Context: an optimization exercise on an open-source flow, tuned for small area, a short achievable clock period and few clock cycles. The choices shown serve that exercise and are no tape-out recipe. Only simulation tests tie the RTL to the original design; equivalence was not proved.

==> flow/design.v <==
package bgl_pkg;
  localparam logic [15:0] VMin   = 16'd3100;
  localparam logic [15:0] VDisL3 = 16'd3903;
  localparam logic [15:0] VDisL2 = 16'd3773;
  localparam logic [15:0] VDisL1 = 16'd3712;
  localparam logic [15:0] VDisL0 = 16'd3460;
  function automatic logic [48:0] rule_lookup(input logic usb, input logic [1:0] rng,
                                              input logic [1:0] lv);
    logic [48:0] r;
    r = '0;
    case ({usb, rng, lv})
      5'd0: r = {1'b0, 1'b1, 16'd510, 16'd0, 15'd0};
      5'd1: r = {1'b0, 1'b0, 16'd480, 16'd510, 15'd30};
      5'd2: r = {1'b0, 1'b0, 16'd320, 16'd480, 15'd160};
      5'd3: r = {1'b0, 1'b0, 16'd80, 16'd320, 15'd240};
      5'd4: r = {1'b1, 1'b0, 16'd4000, 16'd3100, 15'd900};
      5'd5: r = {1'b1, 1'b0, 16'd4090, 16'd4000, 15'd90};
      5'd6: r = {1'b0, 1'b1, 16'd510, 16'd0, 15'd0};
      5'd7: r = {1'b0, 1'b0, 16'd70, 16'd510, 15'd440};
      5'd8: r = {1'b1, 1'b0, 16'd3925, 16'd3100, 15'd825};
      5'd9: r = {1'b1, 1'b0, 16'd4015, 16'd3925, 15'd90};
      5'd10: r = {1'b1, 1'b0, 16'd4175, 16'd4015, 15'd160};
      5'd11: r = {1'b0, 1'b1, 16'd90, 16'd0, 15'd0};
      5'd12: r = {1'b1, 1'b0, 16'd3885, 16'd3100, 15'd785};
      5'd13: r = {1'b1, 1'b0, 16'd3975, 16'd3885, 15'd90};
      5'd14: r = {1'b1, 1'b0, 16'd4135, 16'd3975, 15'd160};
      5'd15: r = {1'b0, 1'b1, 16'd130, 16'd0, 15'd0};
      5'd16: r = {1'b1, 1'b0, 16'd4090, 16'd3100, 15'd990};
      5'd17: r = {1'b1, 1'b0, 16'd4165, 16'd4090, 15'd75};
      5'd18: r = {1'b0, 1'b1, 16'd290, 16'd0, 15'd0};
      5'd19: r = {1'b0, 1'b0, 16'd50, 16'd290, 15'd240};
      5'd20: r = {1'b1, 1'b0, 16'd3910, 16'd3100, 15'd810};
      5'd21: r = {1'b1, 1'b0, 16'd3990, 16'd3910, 15'd80};
      5'd22: r = {1'b1, 1'b0, 16'd4140, 16'd3990, 15'd150};
      5'd23: r = {1'b0, 1'b1, 16'd90, 16'd0, 15'd0};
      5'd24: r = {1'b1, 1'b0, 16'd3860, 16'd3100, 15'd760};
      5'd25: r = {1'b1, 1'b0, 16'd3940, 16'd3860, 15'd80};
      5'd26: r = {1'b1, 1'b0, 16'd4080, 16'd3940, 15'd140};
      5'd27: r = {1'b0, 1'b1, 16'd180, 16'd0, 15'd0};
      5'd28: r = {1'b1, 1'b0, 16'd3830, 16'd3100, 15'd730};
      5'd29: r = {1'b1, 1'b0, 16'd3915, 16'd3830, 15'd85};
      5'd30: r = {1'b1, 1'b0, 16'd4050, 16'd3915, 15'd135};
      5'd31: r = {1'b0, 1'b1, 16'd230, 16'd0, 15'd0};
      default: r = '0;
    endcase
    rule_lookup = r;
  endfunction
  function automatic logic [6:0] cbase(input logic [2:0] n);
    logic [6:0] b;
    case (n)
      3'd0: b = 7'd0;
      3'd1: b = 7'd25;
      3'd2: b = 7'd50;
      3'd3: b = 7'd80;
      default: b = 7'd100;
    endcase
    cbase = b;
  endfunction
  function automatic logic [6:0] dtop(input logic [2:0] n);
    logic [6:0] b;
    case (n)
      3'd0: b = 7'd25;
      3'd1: b = 7'd50;
      3'd2: b = 7'd80;
      default: b = 7'd100;
    endcase
    dtop = b;
  endfunction
endpackage
module bgl_divider #(
  parameter int HI = 4,
  parameter int LO = 0
) (
  input  logic [19:0] rem_i,
  input  logic [14:0] den_i,
  input  logic [4:0]  quo_i,
  output logic [19:0] rem_o,
  output logic [4:0]  quo_o
);
  logic [16:0] trial;
  always_comb begin
    rem_o = rem_i;
    quo_o = quo_i;
    trial = '0;
    for (int k = HI; k >= LO; k--) begin
      trial = {1'b0, rem_o[k +: 16]} - {2'b0, den_i};
      if (!trial[16]) begin
        rem_o[k +: 16] = trial[15:0];
        quo_o[k] = 1'b1;
      end
    end
  end
endmodule
module battery_gauge_level_tracker (
  input  logic        clk_i,
  input  logic        rst_ni,
  input  logic        in_valid_i,
  output logic        in_ready_o,
  input  logic [57:0] in_data_i,
  output logic        out_valid_o,
  input  logic        out_ready_i,
  output logic [10:0] out_data_o
);
  localparam logic [1:0] K_DIV = 2'd0;    
  localparam logic [1:0] K_CONST = 2'd1;  
  localparam logic [1:0] K_KEEP = 2'd2;   
  localparam logic [1:0] K_NOP = 2'd3;    
  logic adv_q;    
  assign in_ready_o = adv_q;
  logic signed [7:0] temp;
  logic [15:0] vin;
  logic [1:0] rng;
  logic [2:0] seed_in;
  assign temp = in_data_i[38:31];
  assign vin = in_data_i[54:39];
  always_comb begin
    if (temp < 8'sd10) rng = 2'd0;
    else if (temp < 8'sd20) rng = 2'd1;
    else if (temp < 8'sd30) rng = 2'd2;
    else rng = 2'd3;
    if (vin > bgl_pkg::VDisL3) seed_in = 3'd4;
    else if (vin > bgl_pkg::VDisL2) seed_in = 3'd3;
    else if (vin > bgl_pkg::VDisL1) seed_in = 3'd2;
    else if (vin > bgl_pkg::VDisL0) seed_in = 3'd1;
    else seed_in = 3'd0;
  end
  logic        s_valid_q;
  logic        chg, nochg, usb;
  logic [1:0]  s_rng_q;
  logic [2:0]  s_seed_q;
  logic [15:0] v, cur;
  logic [14:0] mc;
  always_ff @(posedge clk_i or negedge rst_ni) begin
    if (!rst_ni) s_valid_q <= 1'b0;
    else if (adv_q) s_valid_q <= in_valid_i;
  end
  always_ff @(posedge clk_i) begin
    if (adv_q) begin
      chg <= in_data_i[57]; nochg <= in_data_i[56]; usb <= in_data_i[55];
      v <= vin; s_rng_q <= rng; s_seed_q <= seed_in; cur <= in_data_i[30:15];
      mc <= in_data_i[14:0];
    end
  end
  logic       mode_q;
  logic [2:0] band_q;
  logic        sw;
  logic [2:0]  b, nb;
  logic [1:0]  kind;
  logic [48:0] rl;
  logic        rl_volt, rl_mc;
  logic [15:0] rl_thr, rl_other;
  logic [14:0] rl_d;
  logic        climb;
  logic [15:0] cmp_l, cmp_r;
  logic [15:0] opa, opb;
  logic [16:0] diff;
  logic [15:0] dmc;
  logic [14:0] x, d;
  always_comb begin
    sw = (chg != mode_q);
    b = sw ? (chg ? 3'd0 : s_seed_q) : band_q;
    rl = bgl_pkg::rule_lookup(usb, s_rng_q, b[1:0]);
    rl_volt = rl[48];
    rl_mc = rl[47];
    rl_thr = rl[46:31];
    rl_other = rl[30:15];
    rl_d = rl[14:0];
    cmp_l = rl_volt ? rl_thr : cur;
    cmp_r = rl_volt ? v : rl_thr;
    climb = cmp_l < cmp_r;
    dmc = {1'b0, mc} - rl_thr;
    if (chg) begin
      opa = rl_volt ? v : (rl_mc ? {1'b0, mc} : rl_other);
      opb = rl_volt ? rl_other : cur;
    end else begin
      case (b)
        3'd3: opa = bgl_pkg::VDisL3;
        3'd2: opa = bgl_pkg::VDisL2;
        3'd1: opa = bgl_pkg::VDisL1;
        default: opa = bgl_pkg::VDisL0;
      endcase
      opb = v;
    end
    diff = {1'b0, opa} - {1'b0, opb};
    x = diff[16] ? 15'd0 : diff[14:0];
    nb = b; kind = K_DIV;
    d = rl_mc ? dmc[14:0] : rl_d;
    if (chg) begin
      if (nochg) kind = K_NOP;
      else if (b[2]) kind = K_KEEP;
      else if (climb) begin
        nb = b + 3'd1; kind = K_CONST;
      end else if (rl_mc && (dmc[15] || dmc == 16'd0)) kind = K_CONST;
    end else begin
      case (b)
        3'd4: begin
          if (v < bgl_pkg::VDisL3) begin
            nb = 3'd3; kind = K_CONST;
          end else kind = K_KEEP;
        end
        3'd3: begin
          d = 15'(bgl_pkg::VDisL3 - bgl_pkg::VDisL2);
          if (v < bgl_pkg::VDisL2) begin
            nb = 3'd2; kind = K_CONST;
          end
        end
        3'd2: begin
          d = 15'(bgl_pkg::VDisL2 - bgl_pkg::VDisL1);
          if (v < bgl_pkg::VDisL1) begin
            nb = 3'd1; kind = K_CONST;
          end
        end
        3'd1: begin
          d = 15'(bgl_pkg::VDisL1 - bgl_pkg::VDisL0);
          if (v < bgl_pkg::VDisL0) begin
            nb = 3'd0; kind = K_CONST;
          end
        end
        default: begin
          d = 15'(bgl_pkg::VDisL0 - bgl_pkg::VMin);
          if (v <= bgl_pkg::VMin) x = 15'(bgl_pkg::VDisL0 - bgl_pkg::VMin);
        end
      endcase
    end
  end
  always_ff @(posedge clk_i or negedge rst_ni) begin
    if (!rst_ni) begin
      mode_q <= 1'b0; band_q <= 3'd4;
    end else if (adv_q && s_valid_q) begin
      mode_q <= chg; band_q <= nb;
    end
  end
  logic        a_valid_q, b_valid_q, c_valid_q, e_valid_q;
  logic [6:0]  a_ctl_q, b_ctl_q, c_ctl_q, e_ctl_q;
  logic [14:0] a_x_q, a_d_q, b_d_q, c_d_q;
  logic [18:0] b_rem_q;
  logic [16:0] c_rem_q;
  logic        b_quo_q;
  logic [2:0]  c_quo_q;
  logic [4:0]  e_quo_q;
  always_ff @(posedge clk_i or negedge rst_ni) begin
    if (!rst_ni) begin
      a_valid_q <= 1'b0; b_valid_q <= 1'b0; c_valid_q <= 1'b0; e_valid_q <= 1'b0;
    end else if (adv_q) begin
      a_valid_q <= s_valid_q; b_valid_q <= a_valid_q; c_valid_q <= b_valid_q;
      e_valid_q <= c_valid_q;
    end
  end
  always_ff @(posedge clk_i) begin
    if (adv_q) begin
      a_ctl_q <= {chg, sw, kind, nb}; a_x_q <= x; a_d_q <= d;
    end
  end
  logic [19:0] num, rem_b;
  logic [4:0]  quo_b;
  logic [19:0] mul_a, mul_b, mul_c;
  always_comb begin
    case (a_ctl_q[2:0])
      3'd3: begin   
        mul_a = {1'b0, a_x_q, 4'd0}; mul_b = {3'd0, a_x_q, 2'd0}; mul_c = 20'd0;
      end
      3'd2: begin   
        mul_a = {a_x_q, 5'd0}; mul_b = ~{4'd0, a_x_q, 1'b0}; mul_c = 20'd1;
      end
      default: begin   
        mul_a = {1'b0, a_x_q, 4'd0}; mul_b = {2'd0, a_x_q, 3'd0}; mul_c = {5'd0, a_x_q};
      end
    endcase
    num = mul_a + mul_b + mul_c;
  end
  bgl_divider #(.HI(4), .LO(4)) u_div_b (
    .rem_i(num), .den_i(a_d_q), .quo_i(5'd0), .rem_o(rem_b), .quo_o(quo_b)
  );
  always_ff @(posedge clk_i) begin
    if (adv_q) begin
      b_ctl_q <= a_ctl_q; b_d_q <= a_d_q; b_rem_q <= rem_b[18:0]; b_quo_q <= quo_b[4];
    end
  end
  logic [19:0] rem_c;
  logic [4:0]  quo_c;
  bgl_divider #(.HI(3), .LO(2)) u_div_c (
    .rem_i({1'b0, b_rem_q}), .den_i(b_d_q), .quo_i({b_quo_q, 4'd0}), .rem_o(rem_c), .quo_o(quo_c)
  );
  always_ff @(posedge clk_i) begin
    if (adv_q) begin
      c_ctl_q <= b_ctl_q; c_d_q <= b_d_q; c_rem_q <= rem_c[16:0]; c_quo_q <= quo_c[4:2];
    end
  end
  logic [19:0] rem_d;
  logic [4:0]  quo_d;
  bgl_divider #(.HI(1), .LO(0)) u_div_d (
    .rem_i({3'd0, c_rem_q}), .den_i(c_d_q), .quo_i({c_quo_q, 2'd0}), .rem_o(rem_d), .quo_o(quo_d)
  );
  always_ff @(posedge clk_i) begin
    if (adv_q) begin
      e_ctl_q <= c_ctl_q; e_quo_q <= quo_d;
    end
  end
  logic       e_chg, e_sw;
  logic [1:0] e_kind;
  logic [2:0] e_band;
  assign {e_chg, e_sw, e_kind, e_band} = e_ctl_q;
  logic [6:0] cpct_q, dpct_q, disp_q;
  logic [7:0] lrep_q;
  logic [6:0] base, qv, p, disp_n;
  logic [7:0] lrep_e;
  logic       rep, push;
  always_comb begin
    base = e_chg ? bgl_pkg::cbase(e_band) : bgl_pkg::dtop(e_band);
    qv = (e_kind == K_DIV) ? {2'd0, e_quo_q} : 7'd0;
    p = e_chg ? (base + qv) : (base - qv);
    if (e_kind == K_KEEP) p = e_chg ? cpct_q : ((dpct_q < 7'd80) ? 7'd100 : dpct_q);
    lrep_e = e_sw ? 8'd255 : lrep_q;
    rep = (e_kind != K_NOP) && ({1'b0, p} != lrep_e);
    disp_n = (rep && (e_chg ? (p > disp_q) : (p < disp_q))) ? p : disp_q;
  end
  assign push = adv_q && e_valid_q;
  always_ff @(posedge clk_i or negedge rst_ni) begin
    if (!rst_ni) begin
      cpct_q <= 7'd100; dpct_q <= 7'd0; lrep_q <= 8'd0; disp_q <= 7'd100;
    end else if (push) begin
      if (e_chg) begin
        if (e_kind != K_NOP) cpct_q <= p;
      end else dpct_q <= p;
      lrep_q <= rep ? {1'b0, p} : lrep_e;
      disp_q <= disp_n;
    end
  end
  logic        h_valid_q, k_valid_q, take;
  logic [10:0] h_data_q, k_data_q, res;
  assign res = {disp_n, e_band, rep};
  assign take = h_valid_q && out_ready_i;
  always_ff @(posedge clk_i or negedge rst_ni) begin
    if (!rst_ni) begin
      h_valid_q <= 1'b0; k_valid_q <= 1'b0; adv_q <= 1'b1;
    end else begin
      if (take) begin
        h_valid_q <= k_valid_q || push;
        k_valid_q <= k_valid_q && push;
        adv_q <= 1'b1;
      end else begin
        h_valid_q <= h_valid_q || push;
        k_valid_q <= k_valid_q || (h_valid_q && push);
        adv_q <= !(h_valid_q && (k_valid_q || push));
      end
    end
  end
  always_ff @(posedge clk_i) begin
    if (take) begin
      if (k_valid_q) h_data_q <= k_data_q;
      else h_data_q <= res;
      k_data_q <= res;
    end else begin
      if (!h_valid_q) h_data_q <= res;
      else if (!k_valid_q) k_data_q <= res;
    end
  end
  assign out_valid_o = h_valid_q;
  assign out_data_o = h_data_q;
endmodule
==> flow/run.sh <==
#!/bin/bash
# synth_recipe.tcl (not shown) runs the flow's synth.tcl, then flattens the netlist and writes it again
# the make line also repeats each setting of config.mk as NAME=value (left out here)
make -C /OpenROAD-flow-scripts/flow DESIGN_CONFIG=/design/flow/config.mk WORK_HOME=/design/flow/orfs CLKGATE_MAP_FILE= SYNTH_SCRIPT=/design/flow/synth_recipe.tcl finish
==> flow/config.mk <==
export PLATFORM = sky130hd
export DESIGN_NAME = battery_gauge_level_tracker
export DESIGN_NICKNAME = battery_gauge_level_tracker
export VERILOG_FILES = /design/flow/design.v
export SDC_FILE = /design/flow/constraint.sdc
export NUM_CORES = 4
export LEC_CHECK = 0
export CAP_MARGIN = 20
export CORE_MARGIN = 2
export CORE_UTILIZATION = 40
export SETUP_SLACK_MARGIN = 5
export SLEW_MARGIN = 20
==> flow/constraint.sdc <==
create_clock -name core_clock -period 12.0 [get_ports {clk_i}]
set_input_delay 2.4000 -clock core_clock [delete_from_list [all_inputs] [get_ports {clk_i}]]
set_output_delay 2.4000 -clock core_clock [all_outputs]
set_load 0.01 [all_outputs]
==> results of run 1 <==
metal layers:
layer  share of wire [%]  GRT usage [%]  wire length, um
met5                   0              0                0
met3                 3.8           2.05             1750
met2                  47           31.5            21500
met1                  46           24.3            21100
met4                 3.7           6.54             1710
synthesized netlist by cell type, types with 8 or more instances:
cell and n:
nor3_1 34, nand2b_1 29, o21ai_0 143, and2_1 12, dfstp_2 8, nor2b_1 30, nand4_1 10, buf_1 13
ha_1 163, o21a_1 38, fa_1 19, a21boi_0 11, o22ai_1 13, and3_1 11, mux2_2 35, a31oi_1 19
xnor2_1 61, a21o_1 40, clkbuf_1 63, or3_1 9, inv_1 132, edfxtp_1 210, mux2i_1 40, o31ai_1 14
o21ai_1 13, a211oi_1 26, nand2_1 200, a21oi_1 162, o21bai_1 16, xor2_1 25, dfrtp_1 33, nor2_1 187
nand3_1 34, o211ai_1 19
sequential cells by signal, indices dropped and copies added, names as in the netlist, 8 cells and up:
register  flops
a_d_q        15
a_x_q        15
b_d_q        15
b_rem_q      19
c_d_q        15
c_rem_q      17
cur          16
h_data_q     11
k_data_q     11
lrep_q        8
mc           15
v            16
worst min-delay path by stage:
stage	start	to	slack, ns	cells after the start
final	a_ctl_q[6]$_DFFE_PP_	b_ctl_q[6]$_DFFE_PP_	0.40	0
after global placement	c_ctl_q[1]$_DFFE_PP_	e_ctl_q[1]$_DFFE_PP_	0.40	0
after CTS	a_ctl_q[5]$_DFFE_PP_	b_ctl_q[5]$_DFFE_PP_	0.39	0
after global routing	a_ctl_q[5]$_DFFE_PP_	b_ctl_q[5]$_DFFE_PP_	0.40	0
after floorplan	a_ctl_q[3]$_DFFE_PP_	b_ctl_q[3]$_DFFE_PP_	0.40	0
after detailed placement	c_quo_q[2]$_DFFE_PP_	e_quo_q[4]$_DFFE_PP_	0.40	0
cells by family after synthesis:
kind of cell             synth area share, %
AO/OA/AOI/OAI                           21.3
multiplexers                            4.69
flip-flops                              38.6
adder cells (fa/ha/maj)                 12.8
AND/OR/NAND/NOR                         14.2
buffers and inverters                   4.50
other                                 0.0197
XOR/XNOR                                3.96
per-stage QoR:
stage               hold slack (ns)  area, um^2  utilization, %
floorplan                     0.400       19000               -
global placement              0.400       20300            43.4
detailed placement            0.405       20300            43.4
CTS                           0.390       21300            45.5
global route                  0.397       21300            45.5
finish                        0.399       21300            45.5
placed cells by master (no fill, tap or decap), types with 9 or more instances in the layout:
| cell type | n |
|---|---|
| xnor2_1 | 61 |
| mux2i_1 | 40 |
| inv_1 | 132 |
| o21bai_1 | 16 |
| a21oi_1 | 162 |
| nand3_1 | 34 |
| xor2_1 | 25 |
| mux2_2 | 35 |
| and2_1 | 12 |
| ha_1 | 163 |
| clkdlybuf4s50_1 | 72 |
| a21boi_0 | 11 |
| clkbuf_1 | 9 |
| nand4_1 | 10 |
| a31oi_1 | 19 |
| nor2b_1 | 30 |
| a211oi_1 | 26 |
| o31ai_1 | 14 |
| edfxtp_1 | 210 |
| nor3_1 | 34 |
| nor2_1 | 187 |
| dfrtp_1 | 33 |
| and3_1 | 11 |
| buf_4 | 16 |
| or3_1 | 9 |
| o22ai_1 | 13 |
| nand2b_1 | 29 |
| a21o_1 | 40 |
| o211ai_1 | 19 |
| o21ai_0 | 143 |
| o21ai_1 | 13 |
| fa_1 | 19 |
| o21a_1 | 38 |
| nand2_1 | 200 |
| clkbuf_16 | 30 |
layout make-up:
cell class / count / share of cell area [%]
multi-input cells: 1564 / 51.0
repair buffers: 90 / 4.07
clock buffers: 43 / 3.94
inverters: 134 / 2.36
well taps: 607 / 3.57
flip-flops and latches: 251 / 34.5
clock inverters: 11 / 0.535
==> flow_summary_export.csv, run 1 <==
group,metric,value,unit
drt,drtIter0Drc,1076,
worst_setup_path,cp-endpoint,"c_rem_q[3]$_DFFE_PP_",
yosys,synth_area_leaders,"edfxtp_1 33%, ha_1 11%, dfrtp_1 4.3%",
floorplanning,boundaryPins,75,
clocking,cts_setup_buffers,0,
sta,worst_slew_pin_slew,1.15,ns
final_layout,nFillCells,4400,
clocking,clock_sink_count,251,
final_layout,layout-drive-gt1-share,6.74,%
yosys,synth_edf_count,210,
floorplanning,die_w,222,um
placed_design,pre_cts_ws,5.45,ns
placed_design,portBuffers,73,
yosys,ys_types,99,
yosys,syn_inst,2035,
clocking,root_buffer,"clkbuf_16",
drt,viasPerCell,5.57,
final_layout,syn_to_final_growth,11.8,%
worst_setup_path,crit_slowest_cell,"or4b_2",
sta,max_slew_margin,22.5,%
sta,period_share,54.6,%
final_layout,multi_input_area,0.0109,mm^2
drt,drc,0,
global_routing,grt_pass1_wl,75.3,mm
worst_setup_path,crit_chain,"inv_1 -> ha_1 -> inv_1 -> fa_1 -> a211oi_1 -> nor2_1 -> o221ai_1 -> a311oi_1 -> a2111oi_4 -> buf_4 -> inv_1 -> o21ai_0 -> fa_1 -> nor2b_1 -> o21ai_0 -> a21oi_1 -> o21ai_0 -> a21oi_1 -> or4b_2 -> a31oi_2 -> mux2i_1",
worst_setup_path,r2r_end,"c_rem_q[3]$_DFFE_PP_",
worst_setup_path,crit_arrival,6.85,ns
sta,setup_viol,0,
drt,routedWlPerCell,17.1,um
global_routing,grt_pass1_vias,14800,
clocking,clk_pin_slew,0.06,ns
drt,firstDrtPassIters,7,
worst_setup_path,crit_type,"reg -> reg",
worst_setup_path,r2r_setup_slack,5.45,ns
worst_setup_path,crit_fanout,21,
worst_setup_path,max_stage_delay,0.74,ns
global_routing,antenna_found_initial,0,
placed_design,hpwlAfterDp,35.0,mm
yosys,yosysTopAreaCell,"edfxtp_1",
yosys,synth_area,0.0190,mm^2
clocking,htreeDepth,1,
clocking,clk_path_buf_depth,3,
floorplanning,die_y,222,um
sta,max_freq,0.153,GHz
worst_setup_path,cp-start-kind,"register",
global_routing,grt_max_degree,91,
worst_setup_path,end_kind,"register",
sta,fin_crit,6.55,ns
yosys,synth-seq-cells,251,
final_layout,n_antenna_cell,0,
worst_setup_path,cp-startpoint,"b_rem_q[3]$_DFFE_PP_",
worst_setup_path,cp_data_required_time,12.30,ns
placed_design,dp.cells,2644,
yosys,syn-num-nets,2279,
worst_setup_path,r2r_start,"b_rem_q[3]$_DFFE_PP_",
clocking,cts_tree,"built",
yosys,syn-mean-instance-area,9.35,um^2
final_layout,fin_cells,2700,
final_layout,final_nets,2315,
worst_setup_path,worstRegToRegCells,21,
drt,ant_nets,0,
floorplanning,num_rows,79,
min_path,hold_path.class,"reg -> reg",
floorplanning,die_area,0.0493,mm^2
sta,worst_slack,5.45,ns
clocking,cts_resized,0,
drt,drt-total-wl,46.1,mm
sta,rsz0062_at_grt,"false",
global_routing,overflow,0,
yosys,synth_warnings,4,
worst_setup_path,path_buf_inv,4,
placed_design,gp_congestion,0.911,
yosys,yosysTopAreaCellShare,33.1,%
global_routing,grtUsageTotal,18.5,%
final_layout,seqCellArea,0.00735,mm^2
floorplanning,core-area,0.0468,mm^2
sta,finalHoldViolations,0,
sta,drv_slew,0,
clocking,insertion_delay,0.59,ns
run,max_cap_viol_count,0,
sta,fin_tns_setup,0,ns
yosys,ys_seq_area_share,38.6,%
floorplanning,start_util,40.7,%
drt,route.vias.total,15000,
yosys,synthArstFlopShare,16.3,%
clocking,cts_inserted_buffers,30,
sta,skew,0.0221,ns
worst_setup_path,path_depth,21,
clocking,cts_hold_buf,0,
yosys,ys.flop_type,"edfxtp_1",
worst_setup_path,cp_top_family,"compound AO/OA/AOI/OAI gates",
status,status,"complete, no violations",
Testbench counts, summed over its fixed seeds: cycles 4,848.
==> run 2: changes to the inputs <==
==> flow/flow/run.sh (new file) <==
#!/bin/bash
# Layout: the standard flow (standard.sh, unchanged synthesis) with two settings changed:
# the port buffers are sky130_fd_sc_hd__buf_4 cells, and timing repair aims for 7.0 ns of
# setup slack at the design's 12 ns period. make's full output goes to layout.log here.
set -euo pipefail
export BUFFER_PORTS_ARGS="-buffer_cell sky130_fd_sc_hd__buf_4"
bash standard.sh SETUP_SLACK_MARGIN=7.0 finish > layout.log 2>&1
==> flow/standard.sh (new file) <==
#!/bin/bash
# synth_recipe.tcl (not shown) runs the flow's synth.tcl, then flattens the netlist and writes it again
# the make line also repeats each setting of config.mk as NAME=value (left out here)
make -C /OpenROAD-flow-scripts/flow DESIGN_CONFIG=/design/flow/config.mk WORK_HOME=/design/flow/orfs CLKGATE_MAP_FILE= SYNTH_SCRIPT=/design/flow/synth_recipe.tcl "${@:-finish}"
--- a/flow/config.mk
+++ b/flow/config.mk
@@ -8,5 +8,4 @@
 export CAP_MARGIN = 20
 export CORE_MARGIN = 2
 export CORE_UTILIZATION = 40
-export SETUP_SLACK_MARGIN = 5
 export SLEW_MARGIN = 20
removed: flow/run.sh
==> run 2 against run 1 <==
Die area is the same. Non-clock buffer count rose by 126. Final cell count increased by 4.8%. Still clean. Clock-buffer cell count decreased by 4. Worst hold slack worse by 0.0036 ns. Area after synthesis unchanged. Critical path depth grew 2. Worst setup slack better by 1.3 ns.
==> flow_summary_export.csv, run 2 <==
group,metric,value,unit
clocking,htreeDepth,1,
global_routing,overflow,0,
drt,route.vias.total,15800,
min_path,worstHoldPathCells,0,
global_routing,grt_pass1_vias,15200,
final_layout,layout-drive-gt1-share,21.7,%
final_layout,final_common_cell,"edfxtp_1",
clocking,clk_pin_slew,0.06,ns
yosys,synth_edf_count,210,
sta,drv_slew,0,
floorplanning,die_w,222,um
final_layout,fin_area,0.0232,mm^2
min_path,hold_path.class,"reg -> reg",
floorplanning,die_area,0.0493,mm^2
clocking,root_buffer,"clkbuf_16",
clocking,insertion_delay,0.59,ns
placed_design,portBuffers,73,
yosys,ys_seq_area_share,38.6,%
floorplanning,core-area,0.0468,mm^2
final_layout,final_cell_mix,"210 x edfxtp_1, 193 x nand2_1, 185 x buf_4",
clocking,clk_path_buf_depth,3,
final_layout,regMostFlops,"b_rem_q",
drt,drt-total-wl,50.7,mm
placed_design,hpwlAfterDp,35.2,mm
worst_setup_path,crit_type,"reg -> reg",
yosys,synth_warnings,4,
yosys,synth_area_leaders,"edfxtp_1 33%, ha_1 11%, dfrtp_1 4.3%",
global_routing,grt_pass1_wl,80.3,mm
sta,fin_tns_setup,0,ns
clocking,cts_tree,"built",
drt,firstDrtPassIters,5,
clocking,cts_inserted_buffers,30,
yosys,yosysMostFrequentCell,"edfxtp_1",
floorplanning,boundaryPins,75,
drt,routedWlPerCell,17.9,um
global_routing,grt_max_degree,85,
run,max_cap_viol_count,0,
yosys,syn-num-nets,2279,
yosys,ys.flop_type,"edfxtp_1",
yosys,syn-mean-instance-area,9.35,um^2
yosys,synth_area,0.0190,mm^2
status,status,"complete, no violations",
placed_design,dp.cells,2643,
sta,max_slew_margin,29.7,%
sta,rsz0062_at_grt,"true",
placed_design,place_area,0.0203,mm^2
floorplanning,die_y,222,um
worst_setup_path,crit_fanout,8,
global_routing,grtUsageTotal,19.9,%
sta,period_share,43.5,%
final_layout,nFillCells,4252,
floorplanning,num_rows,79,
yosys,synth-seq-cells,251,
sta,setup_viol,0,
worst_setup_path,crit_arrival,5.56,ns
drt,drc,0,
global_routing,antenna_found_initial,1,
yosys,yosysTopAreaCell,"edfxtp_1",
final_layout,syn_to_final_growth,22.0,%
worst_setup_path,worstRegToRegCells,23,
sta,worst_slew_pin_slew,1.05,ns
yosys,syn_inst,2035,
sta,fin_crit,5.22,ns
clocking,clock_sink_count,251,
yosys,ys_types,99,
drt,drtIter0Drc,1074,
floorplanning,start_util,40.7,%
yosys,netlist_top_cells_count,"210 x edfxtp_1, 200 x nand2_1, 187 x nor2_1",
yosys,yosysTopAreaCellShare,33.1,%
final_layout,fin_cells,2830,
yosys,synthArstFlopShare,16.3,%
sta,skew,0.0276,ns
drt,viasPerCell,5.58,
final_layout,n_antenna_cell,0,
final_layout,top_regs,"b_rem_q x19, c_rem_q x17",
worst_setup_path,cp_data_required_time,12.34,ns
final_layout,final_nets,2444,
worst_setup_path,r2r_setup_slack,6.78,ns
final_layout,largest_reg_flops,19,
sta,max_freq,0.192,GHz
worst_setup_path,end_kind,"register",
sta,finalHoldViolations,0,
placed_design,gp_congestion,0.904,
worst_setup_path,cp-start-kind,"register",
drt,ant_nets,0,
[run 2: final cells by class]
type | count | area [um^2] | share of cell area, %
inverters | 134 | 522 | 2.25
repair buffers | 216 | 1860 | 8.01
multi-input cells | 1567 | 11700 | 50.6
clock inverters | 16 | 169 | 0.727
flip-flops and latches | 251 | 7350 | 31.6
clock buffers | 39 | 825 | 3.55
well taps | 607 | 759 | 3.27
[run 2: worst paths after layout]
check	endpoint	from
setup reg to reg	b_rem_q[10]$_DFFE_PP_	a_ctl_q[2]$_DFFE_PP_
min in group asynchronous	h_valid_q$_DFF_PN0_	rst_ni
hold reg to reg	c_ctl_q[3]$_DFFE_PP_	b_ctl_q[3]$_DFFE_PP_
hold / removal	c_ctl_q[3]$_DFFE_PP_	b_ctl_q[3]$_DFFE_PP_
setup / recovery	b_rem_q[10]$_DFFE_PP_	a_ctl_q[2]$_DFFE_PP_
max in group asynchronous	mode_q$_DFFE_PN0P_	rst_ni
[run 2: routing by layer]
| layer | track usage, % | routed length [um] |
|---|---|---|
| met5 | 0 | 0 |
| met4 | 7.59 | 2040 |
| met2 | 34.0 | 24100 |
| met3 | 2.32 | 2320 |
| met1 | 25.8 | 22200 |
[run 2: worst max-delay path, cell delays in order, from the launching register on]
cell	delay, ns
edfxtp_1	0.39
nand2b_4	0.22
buf_6	0.16
buf_4	0.14
o21a_1	0.17
fa_1	0.49
inv_2	0.04
ha_4	0.22
a2111o_1	0.45
o21ai_4	0.23
o21bai_1	0.12
a21oi_2	0.14
xnor2_1	0.17
ha_2	0.34
a21oi_2	0.13
nand2_1	0.07
and2_4	0.18
a31oi_4	0.18
nor2b_1	0.06
o21ai_1	0.13
nand2b_1	0.10
a211o_4	0.36
buf_12	0.15
mux2_4	0.29
[run 2: stage by stage]
stage	hold WS [ns]	utilization, %	setup WS (ns)
finish	0.395	49.7	6.78
global route	0.388	49.7	6.57
CTS	0.382	47.9	6.80
detailed placement	0.405	43.3	5.21
global placement	0.402	43.3	5.17
floorplan	0.400	-	6.82
[run 2: cells by family after synthesis]
logic type / synth area share, %
AO/OA/AOI/OAI: 21.3
AND/OR/NAND/NOR: 14.2
flip-flops: 38.6
buffers and inverters: 4.50
adder cells (fa/ha/maj): 12.8
XOR/XNOR: 3.96
multiplexers: 4.69
other: 0.0197
[run 2: timing repair]
action                                  in CTS  in global routing
pin swaps                                   54                 55
gates cloned                                 6                  3
setup buffers                               68                 55
endpoints found under the setup margin      62                 75
gates resized for setup                    116                 85
hold buffers                                 0                  0
==> run 3: changes to the inputs <==
==> flow/flow/run.sh (replaced) <==
#!/bin/bash
# Layout: the standard flow (standard.sh, unchanged synthesis) with two settings changed:
# the port buffers are sky130_fd_sc_hd__buf_4 cells, and timing repair aims for 7.5 ns of
# setup slack at the design's 12 ns period. make's full output goes to layout.log here.
set -euo pipefail
export BUFFER_PORTS_ARGS="-buffer_cell sky130_fd_sc_hd__buf_4"
bash standard.sh SETUP_SLACK_MARGIN=7.5 finish > layout.log 2>&1
==> run 3 against run 2 <==
Non-clock buffer count rose by 95. Area after synthesis stayed put. Register-to-register slack about the same. Clock-buffer cell count shrank 4. Sequential share of layout area decreased by 2.1 points.
==> flow_summary_export.csv, run 3 <==
group,metric,value,unit
clocking,htreeDepth,1,
sta,skew,0.00842,ns
sta,fin_crit,5.23,ns
global_routing,grt_pass1_vias,15700,
sta,worst_slew_pin_slew,1.11,ns
drt,drtIter0Drc,1254,
global_routing,overflow,0,
sta,fin_tns_setup,0,ns
status,status,"complete, no violations",
floorplanning,core-area,0.0468,mm^2
clocking,clock_sink_count,251,
sta,max_slew_margin,25.5,%
placed_design,portBuffers,73,
placed_design,gp_congestion,0.886,
final_layout,final_common_cell,"buf_4",
placed_design,hpwlAfterDp,34.6,mm
yosys,ys_seq_area_share,38.6,%
final_layout,regMostFlops,"b_rem_q",
yosys,yosysTopAreaCellShare,33.1,%
final_layout,n_antenna_cell,0,
yosys,ys.flop_type,"edfxtp_1",
final_layout,final_cell_mix,"257 x buf_4, 210 x edfxtp_1, 186 x nand2_1",
floorplanning,num_rows,79,
worst_setup_path,cp_data_required_time,12.33,ns
worst_setup_path,crit_type,"reg -> reg",
global_routing,grtUsageTotal,20.4,%
global_routing,grt_pass1_wl,82.4,mm
sta,period_share,43.6,%
clocking,insertion_delay,0.58,ns
yosys,synth_area,0.0190,mm^2
sta,max_freq,0.191,GHz
yosys,yosysTopAreaCell,"edfxtp_1",
yosys,synth_edf_count,210,
global_routing,antenna_found_initial,0,
yosys,syn_inst,2035,
yosys,netlist_top_cells_count,"210 x edfxtp_1, 200 x nand2_1, 187 x nor2_1",
run,max_cap_viol_count,0,
yosys,synth-seq-cells,251,
yosys,yosysMostFrequentCell,"edfxtp_1",
drt,ant_nets,0,
sta,finalHoldViolations,0,
worst_setup_path,crit_arrival,5.56,ns
floorplanning,boundaryPins,75,
yosys,ys_types,99,
final_layout,nFillCells,4086,
global_routing,grt_max_degree,169,
clocking,clk_path_buf_depth,3,
floorplanning,die_y,222,um
yosys,synthArstFlopShare,16.3,%
drt,route.vias.total,16400,
worst_setup_path,crit_fanout,8,
sta,setup_viol,0,
final_layout,syn_to_final_growth,30.7,%
worst_setup_path,cp-start-kind,"register",
min_path,hold_path.class,"reg -> reg",
final_layout,top_regs,"b_rem_q x19, c_rem_q x17",
clocking,root_buffer,"clkbuf_16",
drt,routedWlPerCell,17.9,um
drt,drc,0,
drt,firstDrtPassIters,6,
floorplanning,start_util,40.7,%
yosys,syn-num-nets,2279,
sta,rsz0062_at_grt,"true",
yosys,syn-mean-instance-area,9.35,um^2
drt,viasPerCell,5.61,
sta,hold_slack,0.411,ns
yosys,synth_area_leaders,"edfxtp_1 33%, ha_1 11%, dfrtp_1 4.3%",
sta,drv_slew,0,
yosys,synth_warnings,4,
final_layout,final_nets,2539,
floorplanning,die_area,0.0493,mm^2
drt,drt-total-wl,52.4,mm
floorplanning,die_w,222,um
final_layout,largest_reg_flops,19,
clocking,clk_pin_slew,0.06,ns
clocking,cts_tree,"built",
clocking,cts_inserted_buffers,29,
worst_setup_path,end_kind,"register",
final_layout,layout-drive-gt1-share,29.7,%
## run 3: cell counts after synthesis
Identical to the previous run, type by type.
## run 3: timing repair
action / CTS / global route
hold buffers: 0 / 0
pin swaps: 80 / 140
gates resized for setup: 184 / 187
setup endpoints to repair: 85 / 76
gates cloned: 13 / 2
setup buffers: 128 / 87
## run 3: kinds of logic (layout without fill, tap and decap cells)
logic type	after synthesis	count (layout)	share of synthesized area [%]
fa+ha+maj	183	183	12.8
compound gates	619	621	21.3
flops	251	251	38.6
buf+inv	221	498	4.50
mux	82	82	4.69
xor+xnor	86	86	3.96
simple gates	592	595	14.2
other cells	1	1	0.0197
## run 3: per-stage QoR
stage	instances	utilization [%]	instance area [um^2]	worst slack, ns
2_1_floorplan	2035	-	19400	6.82
3_3_place_gp	2641	43.5	20400	5.86
3_5_place_dp	2641	43.5	20400	5.88
4_1_cts	2835	50.0	23400	6.80
5_1_grt	2924	53.2	24900	6.52
6_report	2924	53.2	24900	6.77
## run 3: final timing paths
check | slack (ns) | from | endpoint | depth (start not counted)
worst min-delay path | 0.41 | b_ctl_q[6]$_DFFE_PP_ | c_ctl_q[6]$_DFFE_PP_ | 0
max in group asynchronous | 9.79 | rst_ni | mode_q$_DFFE_PN0P_ | 1
worst max-delay path | 6.77 | a_ctl_q[2]$_DFFE_PP_ | b_rem_q[17]$_DFFE_PP_ | 24
worst min register to register | 0.41 | b_ctl_q[6]$_DFFE_PP_ | c_ctl_q[6]$_DFFE_PP_ | 0
worst max register to register | 6.77 | a_ctl_q[2]$_DFFE_PP_ | b_rem_q[17]$_DFFE_PP_ | 24
min in group asynchronous | 1.80 | rst_ni | cpct_q[1]$_DFFE_PN0P_ | 1
## run 3: area by class of cell
cell class | instances | area [um^2] | area share (%)
clock buffers | 35 | 748 | 3.01
multi-input cells | 1568 | 12400 | 49.9
inverters | 134 | 552 | 2.22
flip-flops and latches | 251 | 7350 | 29.5
repair buffers | 311 | 2760 | 11.1
well taps | 607 | 759 | 3.05
clock inverters | 18 | 289 | 1.16
## run 3: worst max-delay path, cell delays in order (launching register included)
cell	delay (ns)
edfxtp_1	0.39
nand2b_4	0.21
nor2_4	0.16
buf_12	0.13
mux2i_2	0.07
fa_1	0.52
inv_2	0.05
ha_4	0.27
nand2_2	0.06
or3b_4	0.39
nand3_4	0.08
o31a_1	0.22
a21boi_2	0.09
o21bai_1	0.18
xor2_1	0.21
ha_1	0.29
a21o_1	0.22
a21o_1	0.18
a31oi_2	0.16
nor2b_1	0.07
o21ai_1	0.13
nand2b_1	0.10
a211o_4	0.35
buf_12	0.15
mux2_4	0.29
## run 3: per-layer routing
layer  track usage (%)  wire length [um]
met5                 0                 0
met4              8.17              2260
met3              2.09              2450
met2              35.1             25500
met1              26.3             22300
==> run 4: changes to the inputs <==
==> flow/flow/run.sh (replaced) <==
#!/bin/bash
# Layout: the standard flow (standard.sh, unchanged synthesis) with two settings changed:
# the port buffers are sky130_fd_sc_hd__buf_4 cells, and timing repair aims for 6.5 ns of
# setup slack at the design's 12 ns period. make's full output goes to layout.log here.
set -euo pipefail
export BUFFER_PORTS_ARGS="-buffer_cell sky130_fd_sc_hd__buf_4"
bash standard.sh SETUP_SLACK_MARGIN=6.5 finish > layout.log 2>&1
==> run 4 against run 3 <==
Clock skew increased by 0.0028 ns. Global-route usage shrank 1.1 points. Design area is 11% lower. Maximum frequency down 3.0%. Core utilization decreased by 5.7 points. Sequential share of layout area is 3.6 points higher. Via count decreased by 6.3%. Worst hold slack gained 0.00052 ns. Non-clock buffer count shrank 163. Critical path depth fell by 1. First-iteration DRC count fell by 13%. Critical path type unchanged.
==> flow_summary_export.csv, run 4 <==
group,metric,value,unit
yosys,syn-num-nets,2279,
drt,route.met3.wl,2.24,mm
yosys,yosysTopAreaCell,"edfxtp_1",
floorplanning,die_y,222,um
drt,routedWlPerCell,17.7,um
yosys,syn-mean-instance-area,9.35,um^2
worst_setup_path,r2r_setup_slack,6.61,ns
global_routing,grtUsageTotal,19.3,%
sta,fin_crit,5.39,ns
yosys,synth_warnings,4,
clocking,clk_path_buf_depth,3,
floorplanning,boundaryPins,75,
sta,max_freq,0.185,GHz
floorplanning,die_area,0.0493,mm^2
drt,drc,0,
final_layout,top_regs,"b_rem_q x19, c_rem_q x17",
final_layout,final_common_cell,"edfxtp_1",
clocking,insertion_delay,0.58,ns
worst_setup_path,end_kind,"register",
clocking,cts_tree,"built",
sta,worst_slew_pin_slew,1.06,ns
floorplanning,core-area,0.0468,mm^2
yosys,yosysTopAreaCellShare,33.1,%
floorplanning,start_util,40.7,%
yosys,ys_seq_area_share,38.6,%
drt,firstDrtPassIters,6,
global_routing,antenna_found_initial,0,
global_routing,grt_pass1_wl,77.9,mm
drt,met2WireLength,23.5,mm
drt,route.vias.total,15400,
final_layout,final_nets,2374,
worst_setup_path,crit_fanout,14,
drt,ant_nets,0,
sta,period_share,45.0,%
yosys,ys.flop_type,"edfxtp_1",
clocking,cts_inserted_buffers,29,
clocking,cts_hold_buf,0,
yosys,synth_area,0.0190,mm^2
global_routing,overflow,0,
worst_setup_path,worstRegToRegCells,23,
final_layout,final_cell_mix,"210 x edfxtp_1, 198 x nand2_1, 185 x nor2_1",
sta,finalHoldViolations,0,
sta,max_slew_margin,28.5,%
sta,fin_tns_setup,0,ns
final_layout,largest_reg_flops,19,
min_path,hold_path.class,"reg -> reg",
yosys,synth_edf_count,210,
drt,drt-met1-wl,21.7,mm
placed_design,gp_congestion,0.868,
placed_design,place_area,0.0201,mm^2
final_layout,syn_to_final_growth,16.6,%
yosys,synth_area_leaders,"edfxtp_1 33%, ha_1 11%, dfrtp_1 4.3%",
worst_setup_path,crit_arrival,5.72,ns
global_routing,grt_pass1_vias,14900,
yosys,ys_types,99,
clocking,clk_pin_slew,0.06,ns
placed_design,portBuffers,73,
worst_setup_path,cp-start-kind,"register",
yosys,synthArstFlopShare,16.3,%
clocking,htreeDepth,1,
placed_design,hpwlAfterDp,35.0,mm
floorplanning,die_w,222,um
sta,drv_slew,0,
drt,top_layer,"met4",
sta,skew,0.0112,ns
yosys,syn_inst,2035,
status,status,"complete, no violations",
min_path,worstHoldPathCells,0,
final_layout,n_antenna_cell,0,
sta,setup_viol,0,
worst_setup_path,cp_data_required_time,12.33,ns
final_layout,regMostFlops,"b_rem_q",
drt,drt-total-wl,49.0,mm
yosys,yosysMostFrequentCell,"edfxtp_1",
final_layout,fin_area,0.0222,mm^2
yosys,netlist_top_cells_count,"210 x edfxtp_1, 200 x nand2_1, 187 x nor2_1",
clocking,clock_sink_count,251,
final_layout,layout-drive-gt1-share,16.6,%
drt,viasPerCell,5.57,
worst_setup_path,crit_type,"reg -> reg",
sta,rsz0062_at_grt,"true",
yosys,synth-seq-cells,251,
final_layout,final_util,47.5,%
clocking,root_buffer,"clkbuf_16",
global_routing,grt_max_degree,94,
floorplanning,num_rows,79,
run,max_cap_viol_count,0,
drt,drtIter0Drc,1091,
==> run 4: changes by cell type in the layout (fill, tap and decap cells not counted), sizes merged, moves of 3 or more <==
cell	previous run	this run
bufinv	7	1
inv	132	142
buf	304	146
clkbuf	38	34
nand2b	32	29
bufbuf	4	1
==> run 4: timing repair <==
item | CTS | global route
resized for setup | 54 | 73
buffers inserted | 20 | 33
setup endpoints to repair | 55 | 52
pin swaps | 15 | 41
cloned | 5 | 2
==> run 4: layout make-up <==
class                           count  area (um^2)
Clock inverter                     21          188
Clock buffer                       33          782
Tap cell                          607          759
Sequential cell                   251         7350
Multi-Input combinational cell   1566        11400
Timing Repair Buffer              148         1220
Inverter                          134          509
Fill cell                        4415        24600
==> run 4: worst paths after layout <==
path,end,start
max in group asynchronous,mode_q$_DFFE_PN0P_,rst_ni
min in group asynchronous,disp_q[0]$_DFFE_PN0P_,rst_ni
max,b_rem_q[18]$_DFFE_PP_,a_ctl_q[2]$_DFFE_PP_
min reg2reg,e_ctl_q[2]$_DFFE_PP_,c_ctl_q[2]$_DFFE_PP_
min,e_ctl_q[2]$_DFFE_PP_,c_ctl_q[2]$_DFFE_PP_
max reg2reg,b_rem_q[18]$_DFFE_PP_,a_ctl_q[2]$_DFFE_PP_
==> run 4: cells by family (layout without fill, tap and decap cells) <==
group | Yosys count | after routing | share of synthesized area (%)
mux | 82 | 82 | 4.69
fa+ha+maj | 183 | 183 | 12.8
other cells | 1 | 1 | 0.0197
xor+xnor | 86 | 86 | 3.96
buf+inv | 221 | 336 | 4.50
flops | 251 | 251 | 38.6
simple gates | 592 | 592 | 14.2
compound gates | 619 | 622 | 21.3
==> run 4: stage by stage <==
stage          instances  hold slack, ns  setup slack (ns)
2_1_floorplan       2035           0.400              6.51
5_1_grt             2760           0.425              6.35
6_report            2760           0.412              6.61
4_1_cts             2725           0.411              6.50
3_3_place_gp        2646           0.400              5.49
3_5_place_dp        2646           0.405              5.41
==> run 4: worst max-delay path, cell delays in order, from the launching register on <==
cell and delay, ns:
edfxtp_1 0.38, nand2b_4 0.17, buf_12 0.15, nor2_4 0.22, buf_6 0.15, nor2b_1 0.04
fa_1 0.48, ha_4 0.31, nand2_2 0.07, or3b_4 0.37, nand3_2 0.09, o31a_1 0.24
a21boi_2 0.10, o21bai_1 0.16, xor2_1 0.20, ha_1 0.29, a21o_1 0.22, a21o_1 0.20
a31oi_4 0.18, nor2b_1 0.07, o21ai_1 0.13, nand2b_1 0.15, a211o_4 0.46, mux2_4 0.32
==> run 4: routing by layer <==
metal	track usage (%)	up-vias
met2	33.0	388
li1	-	7654
met4	5.93	0
met5	0	-
met3	2.33	80
met1	25.4	7257

-- port drivers added, routing unchanged --
No port has a modelled driver above. Below, the same layouts with a new extraction and two added sets of constraints. Step 1 (the two cells are an assumption about what drives the block):
set clk [get_ports {clk_i}]
set_driving_cell -lib_cell sky130_fd_sc_hd__clkbuf_16 $clk
set_driving_cell -lib_cell sky130_fd_sc_hd__buf_2 [delete_from_list [all_inputs] $clk]
Step 2 also shifts input and output timing later by t, the mid clock arrival at the registers, as if the neighbouring blocks saw the same clock. a / b / c = ideal ports / drivers / drivers and shift; a / b = the first two.
| run | t (ns) | slack for setup (ns) | worst hold slack (ns) |
|---|---|---|---|
| run 1 | 0.629 | 5.452 / 5.452 / 5.452 | 0.399 / 0.399 / 0.399 |
| run 2 | 0.634 | 6.780 / 6.780 / 6.780 | 0.395 / 0.395 / 0.395 |
| run 3 | 0.635 | 6.769 / 6.769 / 6.769 | 0.411 / 0.411 / 0.411 |
| run 4 | 0.629 | 6.605 / 6.605 / 6.605 | 0.412 / 0.412 / 0.412 |
After both steps every run listed still meets setup and hold.
